Context: an optimization exercise on an open-source flow, tuned for small area. The choices shown serve that exercise and are no tape-out recipe. At most, simulation tests tie the RTL to the original design; equivalence was not proved. Power is estimated from default activity; no workload was simulated.

// vfu_top
module vfu_top
(
    input  logic                     clk,
    input  logic                     rst_n,
    input  logic                     en,
    input  logic [16*32-1:0] vec_a,
    input  logic [16*32-1:0] vec_b,
    input  logic [4:0]               opcode,
    input  logic [2:0]               funct,
    output logic [16*32-1:0] vec_out,
    output logic                     out_valid
);
    logic c_min, c_max, c_eq, c_lt, c_le, c_sgnj, c_sgnjn, c_sgnjx;
    logic c_skew, c_trans, c_bcast;
    logic [16-1:0]    a_nan, a_zero;
    logic [16*32-1:0] d;
    vfu_ctrl u_ctrl (
        .opcode  (opcode),
        .funct   (funct),
        .c_min   (c_min),
        .c_max   (c_max),
        .c_eq    (c_eq),
        .c_lt    (c_lt),
        .c_le    (c_le),
        .c_sgnj  (c_sgnj),
        .c_sgnjn (c_sgnjn),
        .c_sgnjx (c_sgnjx),
        .c_skew  (c_skew),
        .c_trans (c_trans),
        .c_bcast (c_bcast)
    );
    for (genvar i = 0; i < 16; i++) begin : g_lane
        localparam int TS = (i < 9) ? 3 * (i % 3) + (i / 3) : i;
        localparam int SS = (i == 1 || i == 3) ? 2 : (i == 2 || i == 6) ? 1 : i;
        vfu_lane #(.K(i)) u_lane (
            .en       (en),
  ...
Size in the first run: roughly 4800 cells after synthesis, ~510 flip-flops, roughly 1500 I/O pins, ~37000 um^2 of cells after synthesis.
==> flow/config.mk <==
export PLATFORM = sky130hd
export DESIGN_NAME = vfu_top
export DESIGN_NICKNAME = vfu_top
export VERILOG_FILES = /design/flow/design.v
export SDC_FILE = /design/flow/constraint.sdc
export NUM_CORES = 8
export LEC_CHECK = 0
export CAP_MARGIN = 20
export CORE_AREA = 5 5 475 475
export DIE_AREA = 0 0 480 480
export SLEW_MARGIN = 20
==> flow/constraint.sdc <==
create_clock -name core_clock -period 6.0 [get_ports {clk}]
set_input_delay 1.2000 -clock core_clock [delete_from_list [all_inputs] [get_ports {clk}]]
set_output_delay 1.2000 -clock core_clock [all_outputs]
set_load 0.01 [all_outputs]
standard.sh (not shown) runs the stock make flow with config.mk's settings and CLKGATE_MAP_FILE= SYNTH_SCRIPT=/design/flow/synth_recipe.tcl, a recipe that flattens the netlist after the stock synthesis.
==> flow/flow/run.sh <==
#!/bin/bash
# Own layout flow: the standard ORFS flow, with two changes:
#  - synthesis maps with an area-oriented ABC script (synth_area.tcl);
#    registers are untouched since ABC runs on the combinational logic only.
#  - port buffers use sky130_fd_sc_hd__buf_1 instead of the default cell.
#  - pins may sit on adjacent routing tracks, so a smaller die fits them.
#  - clock tree: smaller buffers, larger sink clusters, no dummy loads.
set -euo pipefail
W=$(pwd)
F=$W/flow
export MY_ABC_SCRIPT=$F/abc_area.script
CTS_ARGS="-sink_clustering_enable -repair_clock_nets -dont_use_dummy_load"
CTS_ARGS+=" -buf_list sky130_fd_sc_hd__clkbuf_8 -sink_clustering_size 20 -sink_clustering_max_diameter 60"
bash $W/standard.sh \
  SYNTH_SCRIPT=$F/synth_area.tcl \
  "BUFFER_PORTS_ARGS=-buffer_cell sky130_fd_sc_hd__buf_1" \
  "PLACE_PINS_ARGS=-min_distance 1 -min_distance_in_tracks" \
  "CTS_ARGS=$CTS_ARGS" \
  finish > $W/flow_make.log 2>&1
==> flow/flow/abc_area.script <==
strash
&get -n
&st
&dch
&nf -R 1000
&put
strash
&get -n
&st
&dch
&nf -R 1000
&put
topo
==> flow/flow/synth_area.tcl <==
# Same as synth_recipe.tcl, but ABC maps with the script named by MY_ABC_SCRIPT.
proc abc {args} {
  set i [lsearch -exact $args -script]
  if { $i >= 0 } { lset args [expr {$i + 1}] $::env(MY_ABC_SCRIPT) }
  yosys abc {*}$args
}
source [file dirname [file normalize [info script]]]/../synth_recipe.tcl
The first run finished with timing, DRC and antenna clean.
Rerun with:
--- a/flow/flow/run.sh
+++ b/flow/flow/run.sh
@@ -7,0 +8 @@
+#  - after global routing, gates off the critical paths are downsized.
@@ -18,0 +20 @@
+  RECOVER_POWER=100 \
Outcome: With this change the flow reached the layout checks and failed them: max-capacitance violations, max-slew violations. Power decreases by 0.38%. Design area decreases by 0.45%. Fmax went down by 6.1%. Worst hold slack gets better by 0.10 ns. Synthesized area does not change. Sequential power hardly moves. Routed wire length hardly moves.
Rerun with:
--- a/flow/flow/run.sh
+++ b/flow/flow/run.sh
@@ -8 +7,0 @@
-#  - after global routing, gates off the critical paths are downsized.
@@ -20 +18,0 @@
-  RECOVER_POWER=100 \
- GPL_TIMING_DRIVEN: default -> 0
=> With this change the flow finished clean. Cell count is lower by 1.9%. Worst setup slack got worse by 0.33 ns. Via count is lower by 2.2%. Register-to-register slack got worse by 0.26 ns. Power is lower by 2.4%.
Rerun with:
- CAP_MARGIN: 20 -> 0
- GPL_TIMING_DRIVEN: 0 -> default
- SLEW_MARGIN: 20 -> 0
=> With this change the flow ran to the end with violations: max-capacitance violations, max-slew violations. Cell area grows slightly. Non-clock buffer count climbs by 178. Routed wire length rises by a few percent. Global-route usage goes up by 1.5 points. Worst setup slack improves by 0.68 ns. Critical path depth rises by 3. Total power rises by a few percent. Combinational power grows by a few percent. Count of clock-buffer cells in the layout grows by 6.
No run of this note included a check of the RTL's function; only the layout flow was run.

Setup of v22:
vfu_top, a different RTL version from the one above (not shown whole).
Size in the first run: about 5800 cells after synthesis, ~510 flip-flops, roughly 0.040 mm2 of cells after synthesis.
// vfu_top
module vfu_top
(
    input  logic                     clk,
    input  logic                     rst_n,
    input  logic                     en,
    input  logic [16*32-1:0] vec_a,
    input  logic [16*32-1:0] vec_b,
    input  logic [4:0]               opcode,
    input  logic [2:0]               funct,
    output logic [16*32-1:0] vec_out,
    output logic                     out_valid
);
clock: 6.0 ns
lec_check: 0
cap_margin: 20
core_area: 5 5 395 395
die_area: 0 0 400 400
slew_margin: 20
==> flow/flow/run.sh <==
#!/bin/bash
# Own layout flow: the standard ORFS flow, with two changes:
#  - synthesis maps with an area-oriented ABC script (synth_area.tcl);
#    registers are untouched since ABC runs on the combinational logic only.
#  - port buffers use sky130_fd_sc_hd__buf_1 instead of the default cell.
#  - pins may sit on adjacent routing tracks, so a smaller die fits them.
set -euo pipefail
W=$(pwd)
F=$W/flow
export MY_ABC_SCRIPT=$F/abc_area.script
bash $W/standard.sh \
  SYNTH_SCRIPT=$F/synth_area.tcl \
  "BUFFER_PORTS_ARGS=-buffer_cell sky130_fd_sc_hd__buf_1" \
  "PLACE_PINS_ARGS=-min_distance 1 -min_distance_in_tracks" \
  finish > $W/flow_make.log 2>&1
==> flow/flow/abc_area.script <==
strash
&get -n
&st
&dch
&nf -R 1000
&put
topo
Scripts as last shown in full above: flow/flow/synth_area.tcl
v22 terminated abnormally: global routing reported GRT-0116.
Input-level comparison between v2 and v22:
- swapping 5 5 395 395 for 5 5 475 475 in CORE_AREA
- swapping 0 0 400 400 for 0 0 480 480 in DIE_AREA
==> comparison <==
- v2 has completed all stages; timing, DRC and antenna checks passed.
- Diff v22 -> v2: number of cells in the design after placement higher, number of enable flip-flop cells after synthesis roughly the same, number of primary I/O pins roughly the same.
- v2 has number of buffers inserted during clock tree synthesis below what v22 had.
- Against v22, v2 comes in 0.16 ns lower on worst slack at placement.
- As far as number of clock sinks goes, v2 and v22 are indistinguishable; the numbers are identical.
- Compared to v22, v2 has number of rows in the core area 29 higher.
- Cmp v2 and v22 / initial core utilization / higher: v22
> inputs changed (v2 -> v31)
- changing DIE_AREA from 0 0 480 480 to 0 0 340 340
- changing CORE_AREA from 5 5 475 475 to 5 5 335 335
==> flow/flow/run.sh <==
#!/bin/bash
# Own layout flow: the standard ORFS flow, with two changes:
#  - synthesis maps with an area-oriented ABC script (synth_area.tcl);
#    registers are untouched since ABC runs on the combinational logic only.
#  - port buffers use sky130_fd_sc_hd__buf_1 instead of the default cell.
set -euo pipefail
W=$(pwd)
F=$W/flow
export MY_ABC_SCRIPT=$F/abc_area.script
bash $W/standard.sh \
  SYNTH_SCRIPT=$F/synth_area.tcl \
  "BUFFER_PORTS_ARGS=-buffer_cell sky130_fd_sc_hd__buf_1" \
  finish > $W/flow_make.log 2>&1
## What came out
v31: aborted in I/O pin placement (tool error)
On net count of the mapped netlist, v31 and v2 are neck and neck.
Diff v31 and v2: starting utilization of the core area lower in v2
v31 vs v2: die height down in v31
Comparing v31 with v2, the fraction of registers with async set/reset came out essentially unchanged.
v31 -> v2: number of distinct library cells after synthesis delta 0, exact match
Going from v2 to v31, width of the chip shrank by more than a quarter.
Re flip-flop and latch count after synthesis: no difference whatsoever between v31 and v2.
In the flow results for v31 and v2, the count of standard-cell rows is larger on v2.
From v2 to v31, share of synthesized cell area in and, or, nand and nor gates did not move at all.
Area of the mapped netlist: v31 vs v2 identical

JK:
Another version of the RTL of vfu_top (not shown whole).
Size in the first run: ~510 flip-flops, ~36000 um2 of cells after synthesis.
==> flow/config.mk <==
export PLATFORM = sky130hd
export DESIGN_NAME = vfu_top
export DESIGN_NICKNAME = vfu_top
export VERILOG_FILES = /design/flow/design.v
export SDC_FILE = /design/flow/constraint.sdc
export NUM_CORES = 8
export LEC_CHECK = 0
export CAP_MARGIN = 20
export CORE_AREA = 5 5 515 515
export DIE_AREA = 0 0 520 520
export PLACE_DENSITY = 0.85
export SLEW_MARGIN = 20
==> flow/constraint.sdc <==
create_clock -name core_clock -period 6.0 [get_ports {clk}]
set_input_delay 1.2000 -clock core_clock [delete_from_list [all_inputs] [get_ports {clk}]]
set_output_delay 1.2000 -clock core_clock [all_outputs]
set_load 0.01 [all_outputs]
==> flow/flow/run.sh <==
#!/bin/bash
# Own layout flow: the standard ORFS flow, with two changes:
#  - synthesis maps with an area-oriented ABC script (synth_area.tcl);
#    registers are untouched since ABC runs on the combinational logic only.
#  - port buffers use sky130_fd_sc_hd__buf_1 instead of the default cell.
#  - clock tree: smaller buffers, larger sink clusters, no dummy loads.
set -euo pipefail
W=$(pwd)
F=$W/flow
export MY_ABC_SCRIPT=$F/abc_area.script
CTS_ARGS="-sink_clustering_enable -repair_clock_nets -dont_use_dummy_load"
CTS_ARGS+=" -buf_list sky130_fd_sc_hd__clkbuf_8 -sink_clustering_size 20 -sink_clustering_max_diameter 60"
bash $W/standard.sh \
  SYNTH_SCRIPT=$F/synth_area.tcl \
  "BUFFER_PORTS_ARGS=-buffer_cell sky130_fd_sc_hd__buf_1" \
  "CTS_ARGS=$CTS_ARGS" \
  finish > $W/flow_make.log 2>&1
==> flow/flow/abc_area.script <==
strash
&get -n
&st
&dch
&nf -R 1000
&put
strash
&get -n
&st
&dch
&nf -R 1000
&put
topo
Scripts as last shown in full above: flow/flow/synth_area.tcl
JK went all the way through the flow, and no timing, DRC or antenna check failed.
## Diff of input files: MS against JK
Settings: PLACE_DENSITY changed from 0.85 to 0.75.
Findings:
MS: pin count of the biggest net entering global routing is 22% lower than what JK reported.
MS: data arrival time at the worst-slack endpoint 0.21 ns above JK
MS vs. JK: initial DRC count saw an increase; maximum cell stage delay along the critical path moved up; total routing usage reported by global routing went down 0.63 points.

## re-timing with driven ports
In the flow no input, the clock included, has a driving cell. The finished layouts below were timed again as built, in two steps.
Step 1 assumes that a clkbuf_16 drives the clock port and a buf_2 every other input.
Step 2 moves the port delays by t, midway between the first and last clock arrival at a register: inputs arrive t later, outputs are due t later. That takes back most of the time a late clock gives input paths.
Slacks: ideal ports / drivers / drivers and shift; pairs: ideal ports / drivers.
| run | shift t [ns] | setup slack, ns | worst slew at a driven data input, ns |
|---|---|---|---|
| the first run of note 1 | 0.928 | 0.832 / 0.847 / -0.082 | 0.42 |
| the second run of note 1 | 0.897 | 0.496 / 0.522 / -0.376 | 0.42 |
| the third run of note 1 | 0.871 | 0.170 / 0.158 / -0.713 | 0.41 |
| the fourth run of note 1 | 0.928 | 0.854 / 0.868 / -0.061 | 0.41 |
| v2 | 0.797 | 0.414 / 0.169 / -0.628 | 0.41 |
| JK | 0.912 | 0.535 / 0.583 / -0.329 | 0.63 |
| MS | 0.901 | 0.375 / 0.431 / -0.471 | 0.45 |
The setup slack of v2, which loses most, moves by -0.245 ns with the drivers and by -1.042 ns with both steps.
